This design comes from an exercise in tuning for small area on the open sky130 flow, not from production work. In this exercise RTL edits were held to simulation tests only and were not proved equivalent to the original. The flow treats the clock pin as an ideal source, which a real chip does not have. Power figures rest on the tool's default switching activity, not on a simulated workload.

Design game_of_life_20, start of the top module:
module game_of_life_20 (
  input  logic       clk,
  input  logic       rst,
  input  logic       load,
  input  logic       wr_en,
  input  logic [4:0] wr_row,
  input  logic [19:0] wr_data,
  output logic       hsync_out,
  output logic       vsync_out,
  output logic [3:0] red,
  output logic [3:0] green,
  output logic [3:0] blue
);
  localparam int N = GRID_N_DEF;
  localparam logic [7:0] GEN_LAST = 8'h05;
  logic [N-1:0][N-1:0] r_a;         
  logic [N-1:1][N-1:0] r_bn;        
  logic [N-2:1]        r_ok;        
  logic [4:0]          r_lp;        
  logic [7:0]          r_gen;       
  logic [N-1:0]        r_rb, r_nb;  
  logic                w_clr, w_step, w_wr;
  logic [N-1:0]        w_up, w_mid, w_dn, w_next;
  logic [N-1:0]        w_wsel;
  logic [5:0]          w_tsum;
  logic [4:0]          w_tgt;
  assign w_clr  = rst || load;
  assign w_wr   = wr_en && (wr_row < 5'd20);
  ...
Size in the first run: about 880 flip-flops, ~43 I/O pins, ~27,000 µm² of cells after synthesis.
clock: 10.0 ns
lec_check: 0
cap_margin: 20
core_margin: 2
core_utilization: 75
place_density: 0.85
slew_margin: 20
synth_hierarchical: 1
synth_minimum_keep_size: 0
standard.sh (not shown) runs the stock make flow with config.mk's settings and CLKGATE_MAP_FILE= SYNTH_SCRIPT=/design/flow/synth_recipe.tcl, a recipe that flattens the netlist after the stock synthesis.
==> flow/flow/run.sh <==
#!/bin/bash
# Layout: the standard flow (standard.sh, standard synthesis included) with
# three changes: the clock tree gets no dummy loads added for balancing, each
# port's buffer is the smallest buffer cell, and between clock tree synthesis
# and routing flow/recover.tcl downsizes cells where timing and slew allow.
# Each tool's output goes to a log of its own here: standard_cts.log (make up
# to the clock tree), recover.log (the resizing step), standard.log (make
# from routing to the end); ORFS keeps each step's log under orfs/logs/.
set -euo pipefail
export BUFFER_PORTS_ARGS="-buffer_cell sky130_fd_sc_hd__buf_1"
export CTS_ARGS="-sink_clustering_enable -repair_clock_nets -dont_use_dummy_load -sink_clustering_size 10 -sink_clustering_max_diameter 35 -buf_list sky130_fd_sc_hd__clkbuf_4"
bash standard.sh cts > standard_cts.log 2>&1
RESULTS=$PWD/orfs/results/sky130hd/game_of_life_20/base openroad -no_init -exit flow/recover.tcl > recover.log 2>&1
bash standard.sh > standard.log 2>&1
==> flow/flow/recover.tcl <==
# Between clock tree synthesis and routing: give back area on paths with
# timing slack (OpenROAD's power recovery downsizes cells there), then
# downsize each remaining logic cell as far as its output slew (at most
# 1 ns, against the library's 1.5 ns) and the setup slack (above 1 ns)
# allow, and each clock buffer as far as the clock slew at the flip-flops
# allows; then repair any max slew or capacitance violation that leaves and
# legalise placement.
set results $::env(RESULTS)
set platform $::env(FLOW_HOME)/platforms/sky130hd
read_db $results/4_cts.odb
read_liberty $platform/lib/sky130_fd_sc_hd__tt_025C_1v80.lib
read_sdc $results/4_cts.sdc
source $platform/setRC.tcl
set_dont_use [get_lib_cells {sky130_fd_sc_hd__probe_p_8 sky130_fd_sc_hd__probec_p_8 sky130_fd_sc_hd__lpflow_*}]
set_propagated_clock [all_clocks]
estimate_parasitics -placement
proc core_area {} {
  set a 0
  foreach inst [[ord::get_db_block] getInsts] {
    set m [$inst getMaster]
    if {[$m getType] eq "CORE"} { set a [expr {$a + [$m getWidth] * [$m getHeight]}] }
  }
  return [expr {$a / 1e6}]
}
puts "recover: before area [core_area] setup [worst_slack -max] hold [worst_slack -min]"
repair_timing -recover_power 100 -verbose
estimate_parasitics -placement
repair_design -slew_margin 20 -cap_margin 20 -verbose
estimate_parasitics -placement
puts "recover: after area [core_area] setup [worst_slack -max] hold [worst_slack -min]"
# Downsize logic cells (not registers or clock buffers) to the smallest size
# that keeps the output pin's slew at most 1 ns, no slew or capacitance
# violation anywhere, and the setup slack above 1 ns.
proc out_ok {inst} {
  foreach pin [get_pins -of_objects $inst -filter "direction==output"] {
    foreach e {rise fall} {
      set s [get_property $pin slew_max_$e]
      if {$s > 1.0} { return 0 }
    }
  }
  return 1
}
set ndown 0
foreach inst [get_cells *] {
  set ref [get_property $inst ref_name]
  if {![regexp {^(sky130_fd_sc_hd__[a-z0-9]+)_([0-9]+)$} $ref -> base drive]} continue
  if {$drive <= 1} continue
  if {[regexp {df|dl|clkbuf|clkinv|conb|tap|fill|decap|diode} $base]} continue
  set done 0
  foreach d {0 1 2 4 6 8} {
    if {$d >= $drive || $done} continue
    set cand ${base}_$d
    if {[llength [get_lib_cells -quiet $cand]] == 0} continue
    if {[string match "*lpflow*" $cand] || [string match "*probe*" $cand]} continue
    replace_cell $inst $cand
    estimate_parasitics -placement
    if {[out_ok $inst] && [worst_slack -max] > 1.0 && [sta::max_slew_violation_count] == 0 && [sta::max_capacitance_violation_count] == 0} {
      set done 1; incr ndown
    } else {
      replace_cell $inst $ref
      estimate_parasitics -placement
    }
  }
}
puts "down: resized $ndown, area [core_area] setup [worst_slack -max] hold [worst_slack -min]"
proc clk_pin_slew_max {} {
  set mx 0
  foreach pin [all_registers -clock_pins -edge_triggered] {
    foreach e {rise fall} { foreach a {min max} {
      set s [get_property $pin slew_${a}_$e]
      if {$s > $mx} { set mx $s }
    } }
  }
  return $mx
}
set lim 0.110
set nclk 0
puts "clkdown: start clock pin slew [clk_pin_slew_max]"
foreach inst [get_cells -filter "ref_name=~sky130_fd_sc_hd__clkbuf_*"] {
  set ref [get_property $inst ref_name]
  set smaller [dict get {sky130_fd_sc_hd__clkbuf_16 sky130_fd_sc_hd__clkbuf_8 sky130_fd_sc_hd__clkbuf_8 sky130_fd_sc_hd__clkbuf_4 sky130_fd_sc_hd__clkbuf_4 sky130_fd_sc_hd__clkbuf_2 sky130_fd_sc_hd__clkbuf_2 sky130_fd_sc_hd__clkbuf_1 sky130_fd_sc_hd__clkbuf_1 none} $ref]
  if {$smaller eq "none"} continue
  replace_cell $inst $smaller
  estimate_parasitics -placement
  if {[clk_pin_slew_max] <= $lim && [worst_slack -min] > 0.05 && [sta::max_slew_violation_count] == 0} {
    incr nclk
  } else {
    replace_cell $inst $ref
    estimate_parasitics -placement
  }
}
puts "clkdown: resized $nclk, clock pin slew [clk_pin_slew_max], area [core_area] setup [worst_slack -max] hold [worst_slack -min]"
repair_design -slew_margin 20 -cap_margin 20 -verbose
estimate_parasitics -placement
puts "recover: after downsizing area [core_area] setup [worst_slack -max] hold [worst_slack -min]"
detailed_placement
check_placement -verbose
estimate_parasitics -placement
repair_timing -setup_margin 0 -hold_margin 0
puts "recover: final area [core_area] setup [worst_slack -max] hold [worst_slack -min]"
report_check_types -max_slew -max_capacitance -violators
write_db $results/4_cts.odb
Next try:
--- a/flow/flow/recover.tcl
+++ b/flow/flow/recover.tcl
@@ -5,2 +5 @@
-# allow, and each clock buffer as far as the clock slew at the flip-flops
-# allows; then repair any max slew or capacitance violation that leaves and
+# allow, then repair any max slew or capacitance violation that leaves and
@@ -66,27 +64,0 @@
-proc clk_pin_slew_max {} {
-  set mx 0
-  foreach pin [all_registers -clock_pins -edge_triggered] {
-    foreach e {rise fall} { foreach a {min max} {
-      set s [get_property $pin slew_${a}_$e]
-      if {$s > $mx} { set mx $s }
-    } }
-  }
-  return $mx
-}
-set lim 0.110
-set nclk 0
-puts "clkdown: start clock pin slew [clk_pin_slew_max]"
-foreach inst [get_cells -filter "ref_name=~sky130_fd_sc_hd__clkbuf_*"] {
-  set ref [get_property $inst ref_name]
-  set smaller [dict get {sky130_fd_sc_hd__clkbuf_16 sky130_fd_sc_hd__clkbuf_8 sky130_fd_sc_hd__clkbuf_8 sky130_fd_sc_hd__clkbuf_4 sky130_fd_sc_hd__clkbuf_4 sky130_fd_sc_hd__clkbuf_2 sky130_fd_sc_hd__clkbuf_2 sky130_fd_sc_hd__clkbuf_1 sky130_fd_sc_hd__clkbuf_1 none} $ref]
-  if {$smaller eq "none"} continue
-  replace_cell $inst $smaller
-  estimate_parasitics -placement
-  if {[clk_pin_slew_max] <= $lim && [worst_slack -min] > 0.05 && [sta::max_slew_violation_count] == 0} {
-    incr nclk
-  } else {
-    replace_cell $inst $ref
-    estimate_parasitics -placement
-  }
-}
-puts "clkdown: resized $nclk, clock pin slew [clk_pin_slew_max], area [core_area] setup [worst_slack -max] hold [worst_slack -min]"
The new run completed with no timing, DRC or antenna violations. Area after synthesis is unchanged. Count of clock-buffer cells in the layout is unchanged. Global-route usage falls by 0.18 points.

game_of_life_20 again, from the RTL that the note above started with.
export LEC_CHECK = 0
export CAP_MARGIN = 20
export CORE_MARGIN = 2
export CORE_UTILIZATION = 75
export PLACE_DENSITY = 0.85
export SLEW_MARGIN = 20
export SYNTH_HIERARCHICAL = 1
export SYNTH_MINIMUM_KEEP_SIZE = 0
create_clock -name core_clock -period 10.0 [get_ports {clk}]
==> flow/flow/run.sh <==
#!/bin/bash
# Layout: the standard flow (standard.sh, standard synthesis included) with
# three changes: the clock tree gets no dummy loads added for balancing, each
# port's buffer is the smallest buffer cell, and between clock tree synthesis
# and routing flow/recover.tcl downsizes cells on paths with timing slack.
# Each tool's output goes to a log of its own here: standard_cts.log (make up
# to the clock tree), recover.log (the resizing step), standard.log (make
# from routing to the end); ORFS keeps each step's log under orfs/logs/.
set -euo pipefail
export BUFFER_PORTS_ARGS="-buffer_cell sky130_fd_sc_hd__buf_1"
export CTS_ARGS="-sink_clustering_enable -repair_clock_nets -dont_use_dummy_load -sink_clustering_size 10 -sink_clustering_max_diameter 35 -buf_list sky130_fd_sc_hd__clkbuf_4"
bash standard.sh cts > standard_cts.log 2>&1
RESULTS=$PWD/orfs/results/sky130hd/game_of_life_20/base openroad -no_init -exit flow/recover.tcl > recover.log 2>&1
bash standard.sh > standard.log 2>&1
==> flow/flow/recover.tcl <==
# Between clock tree synthesis and routing: give back area on paths with
# timing slack (OpenROAD's power recovery downsizes cells there), then
# downsize each remaining logic cell as far as its output slew (at most
# 1 ns, against the library's 1.5 ns) and the setup slack (above 1 ns)
# allow, then repair any max slew or capacitance violation that leaves and
# legalise placement.
set results $::env(RESULTS)
set platform $::env(FLOW_HOME)/platforms/sky130hd
read_db $results/4_cts.odb
read_liberty $platform/lib/sky130_fd_sc_hd__tt_025C_1v80.lib
read_sdc $results/4_cts.sdc
source $platform/setRC.tcl
set_dont_use [get_lib_cells {sky130_fd_sc_hd__probe_p_8 sky130_fd_sc_hd__probec_p_8 sky130_fd_sc_hd__lpflow_*}]
set_propagated_clock [all_clocks]
estimate_parasitics -placement
proc core_area {} {
  set a 0
  foreach inst [[ord::get_db_block] getInsts] {
    set m [$inst getMaster]
    if {[$m getType] eq "CORE"} { set a [expr {$a + [$m getWidth] * [$m getHeight]}] }
  }
  return [expr {$a / 1e6}]
}
puts "recover: before area [core_area] setup [worst_slack -max] hold [worst_slack -min]"
repair_timing -recover_power 100 -verbose
estimate_parasitics -placement
repair_design -slew_margin 20 -cap_margin 20 -verbose
estimate_parasitics -placement
puts "recover: after area [core_area] setup [worst_slack -max] hold [worst_slack -min]"
# Downsize logic cells (not registers or clock buffers) to the smallest size
# that keeps the output pin's slew and load within 80% of the library limits
# and the setup slack above 1 ns.
proc out_ok {inst} {
  foreach pin [get_pins -of_objects $inst -filter "direction==output"] {
    foreach e {rise fall} {
      set s [get_property $pin slew_max_$e]
      if {$s > 1.0} { return 0 }
    }
  }
  return 1
}
set ndown 0
foreach inst [get_cells *] {
  set ref [get_property $inst ref_name]
  if {![regexp {^(sky130_fd_sc_hd__[a-z0-9]+)_([0-9]+)$} $ref -> base drive]} continue
  if {$drive <= 1} continue
  if {[regexp {df|dl|clkbuf|clkinv|conb|tap|fill|decap|diode} $base]} continue
  set done 0
  foreach d {0 1 2 4 6 8} {
    if {$d >= $drive || $done} continue
    set cand ${base}_$d
    if {[llength [get_lib_cells -quiet $cand]] == 0} continue
    if {[string match "*lpflow*" $cand] || [string match "*probe*" $cand]} continue
    replace_cell $inst $cand
    estimate_parasitics -placement
    if {[out_ok $inst] && [worst_slack -max] > 1.0 && [sta::max_slew_violation_count] == 0 && [sta::max_capacitance_violation_count] == 0} {
      set done 1; incr ndown
    } else {
      replace_cell $inst $ref
      estimate_parasitics -placement
    }
  }
}
puts "down: resized $ndown, area [core_area] setup [worst_slack -max] hold [worst_slack -min]"
repair_design -slew_margin 20 -cap_margin 20 -verbose
estimate_parasitics -placement
puts "recover: after downsizing area [core_area] setup [worst_slack -max] hold [worst_slack -min]"
detailed_placement
check_placement -verbose
estimate_parasitics -placement
repair_timing -setup_margin 0 -hold_margin 0
puts "recover: final area [core_area] setup [worst_slack -max] hold [worst_slack -min]"
report_check_types -max_slew -max_capacitance -violators
write_db $results/4_cts.odb
Rerun with:
==> flow/flow/recover.tcl (replaced) <==
# Between clock tree synthesis and routing: give back area on paths with
# timing slack (OpenROAD's power recovery downsizes cells there), then repair
# any max slew or capacitance violation that leaves and legalise placement.
set results $::env(RESULTS)
set platform $::env(FLOW_HOME)/platforms/sky130hd
read_db $results/4_cts.odb
read_liberty $platform/lib/sky130_fd_sc_hd__tt_025C_1v80.lib
read_sdc $results/4_cts.sdc
source $platform/setRC.tcl
set_dont_use [get_lib_cells {sky130_fd_sc_hd__probe_p_8 sky130_fd_sc_hd__probec_p_8 sky130_fd_sc_hd__lpflow_*}]
set_propagated_clock [all_clocks]
estimate_parasitics -placement
proc core_area {} {
  set a 0
  foreach inst [[ord::get_db_block] getInsts] {
    set m [$inst getMaster]
    if {[$m getType] eq "CORE"} { set a [expr {$a + [$m getWidth] * [$m getHeight]}] }
  }
  return [expr {$a / 1e6}]
}
puts "recover: before area [core_area] setup [worst_slack -max] hold [worst_slack -min]"
repair_timing -recover_power 100 -verbose
estimate_parasitics -placement
repair_design -slew_margin 20 -cap_margin 20 -verbose
estimate_parasitics -placement
puts "recover: after area [core_area] setup [worst_slack -max] hold [worst_slack -min]"
detailed_placement
check_placement -verbose
estimate_parasitics -placement
repair_timing -setup_margin 0 -hold_margin 0
puts "recover: final area [core_area] setup [worst_slack -max] hold [worst_slack -min]"
report_check_types -max_slew -max_capacitance -violators
write_db $results/4_cts.odb
After rerunning: Clock power stays flat; final area climbs by 0.74%; routed wire length barely changes; maximum frequency barely changes; total power hardly moves; synthesized cell count does not change.
Rerun with:
==> flow/flow/run.sh (replaced) <==
#!/bin/bash
# Layout: the standard flow (standard.sh, standard synthesis included) with
# two changes to how buffers are placed: the clock tree gets no dummy loads
# added for balancing, and each port's buffer is the smallest buffer cell.
# The whole make output goes to standard.log; ORFS keeps each step's own log
# under orfs/logs/.
set -euo pipefail
export BUFFER_PORTS_ARGS="-buffer_cell sky130_fd_sc_hd__buf_1"
export CTS_ARGS="-sink_clustering_enable -repair_clock_nets -dont_use_dummy_load -sink_clustering_size 10 -sink_clustering_max_diameter 35 -buf_list sky130_fd_sc_hd__clkbuf_4"
bash standard.sh > standard.log 2>&1
removed: flow/flow/recover.tcl
Outcome: Flip-flop and latch count is unchanged. Design area grows by 0.38%. Worst setup slack is better by 0.096 ns. Register-to-register slack is better by 0.08 ns. Synthesized area does not change. Non-clock buffer count went down by 2. Hold slack is worse by 0.0056 ns. Global-route usage barely changes. Sequential power barely changes. Die area is unchanged. Critical path depth decreases by 1.

[what the ideal ports hide]
In the flow no input, the clock included, has a driving cell. The finished layouts below were timed again as built, in two steps.
Step 1, drivers: a clkbuf_16 drives clk and a buf_2 each remaining input, both assumed.
Step 2 times the ports against the registers' clock, not the clock port: input delays grow and output delays shrink by t, the midpoint of the rising clock arrivals with the driver on.
Slacks: no drivers / after step 1 / after step 2; pairs: no drivers / after step 1.
run	shift t [ns]	setup WS [ns]	worst setup path at the end
the first run of note 1	1.074	4.148 / 4.177 / 3.104	input to register
the second run of note 1	0.857	3.904 / 3.935 / 3.079	input to register
the first run of note 2	0.857	3.904 / 3.935 / 3.079	input to register
the second run of note 2	0.855	3.912 / 3.944 / 3.089	input to register
the third run of note 2	0.851	4.007 / 4.039 / 3.188	input to register
After both steps every run listed still meets setup and hold. The setup slack of the first run of note 1, which loses most, moves by +0.029 ns with the drivers and by -1.044 ns with both steps.
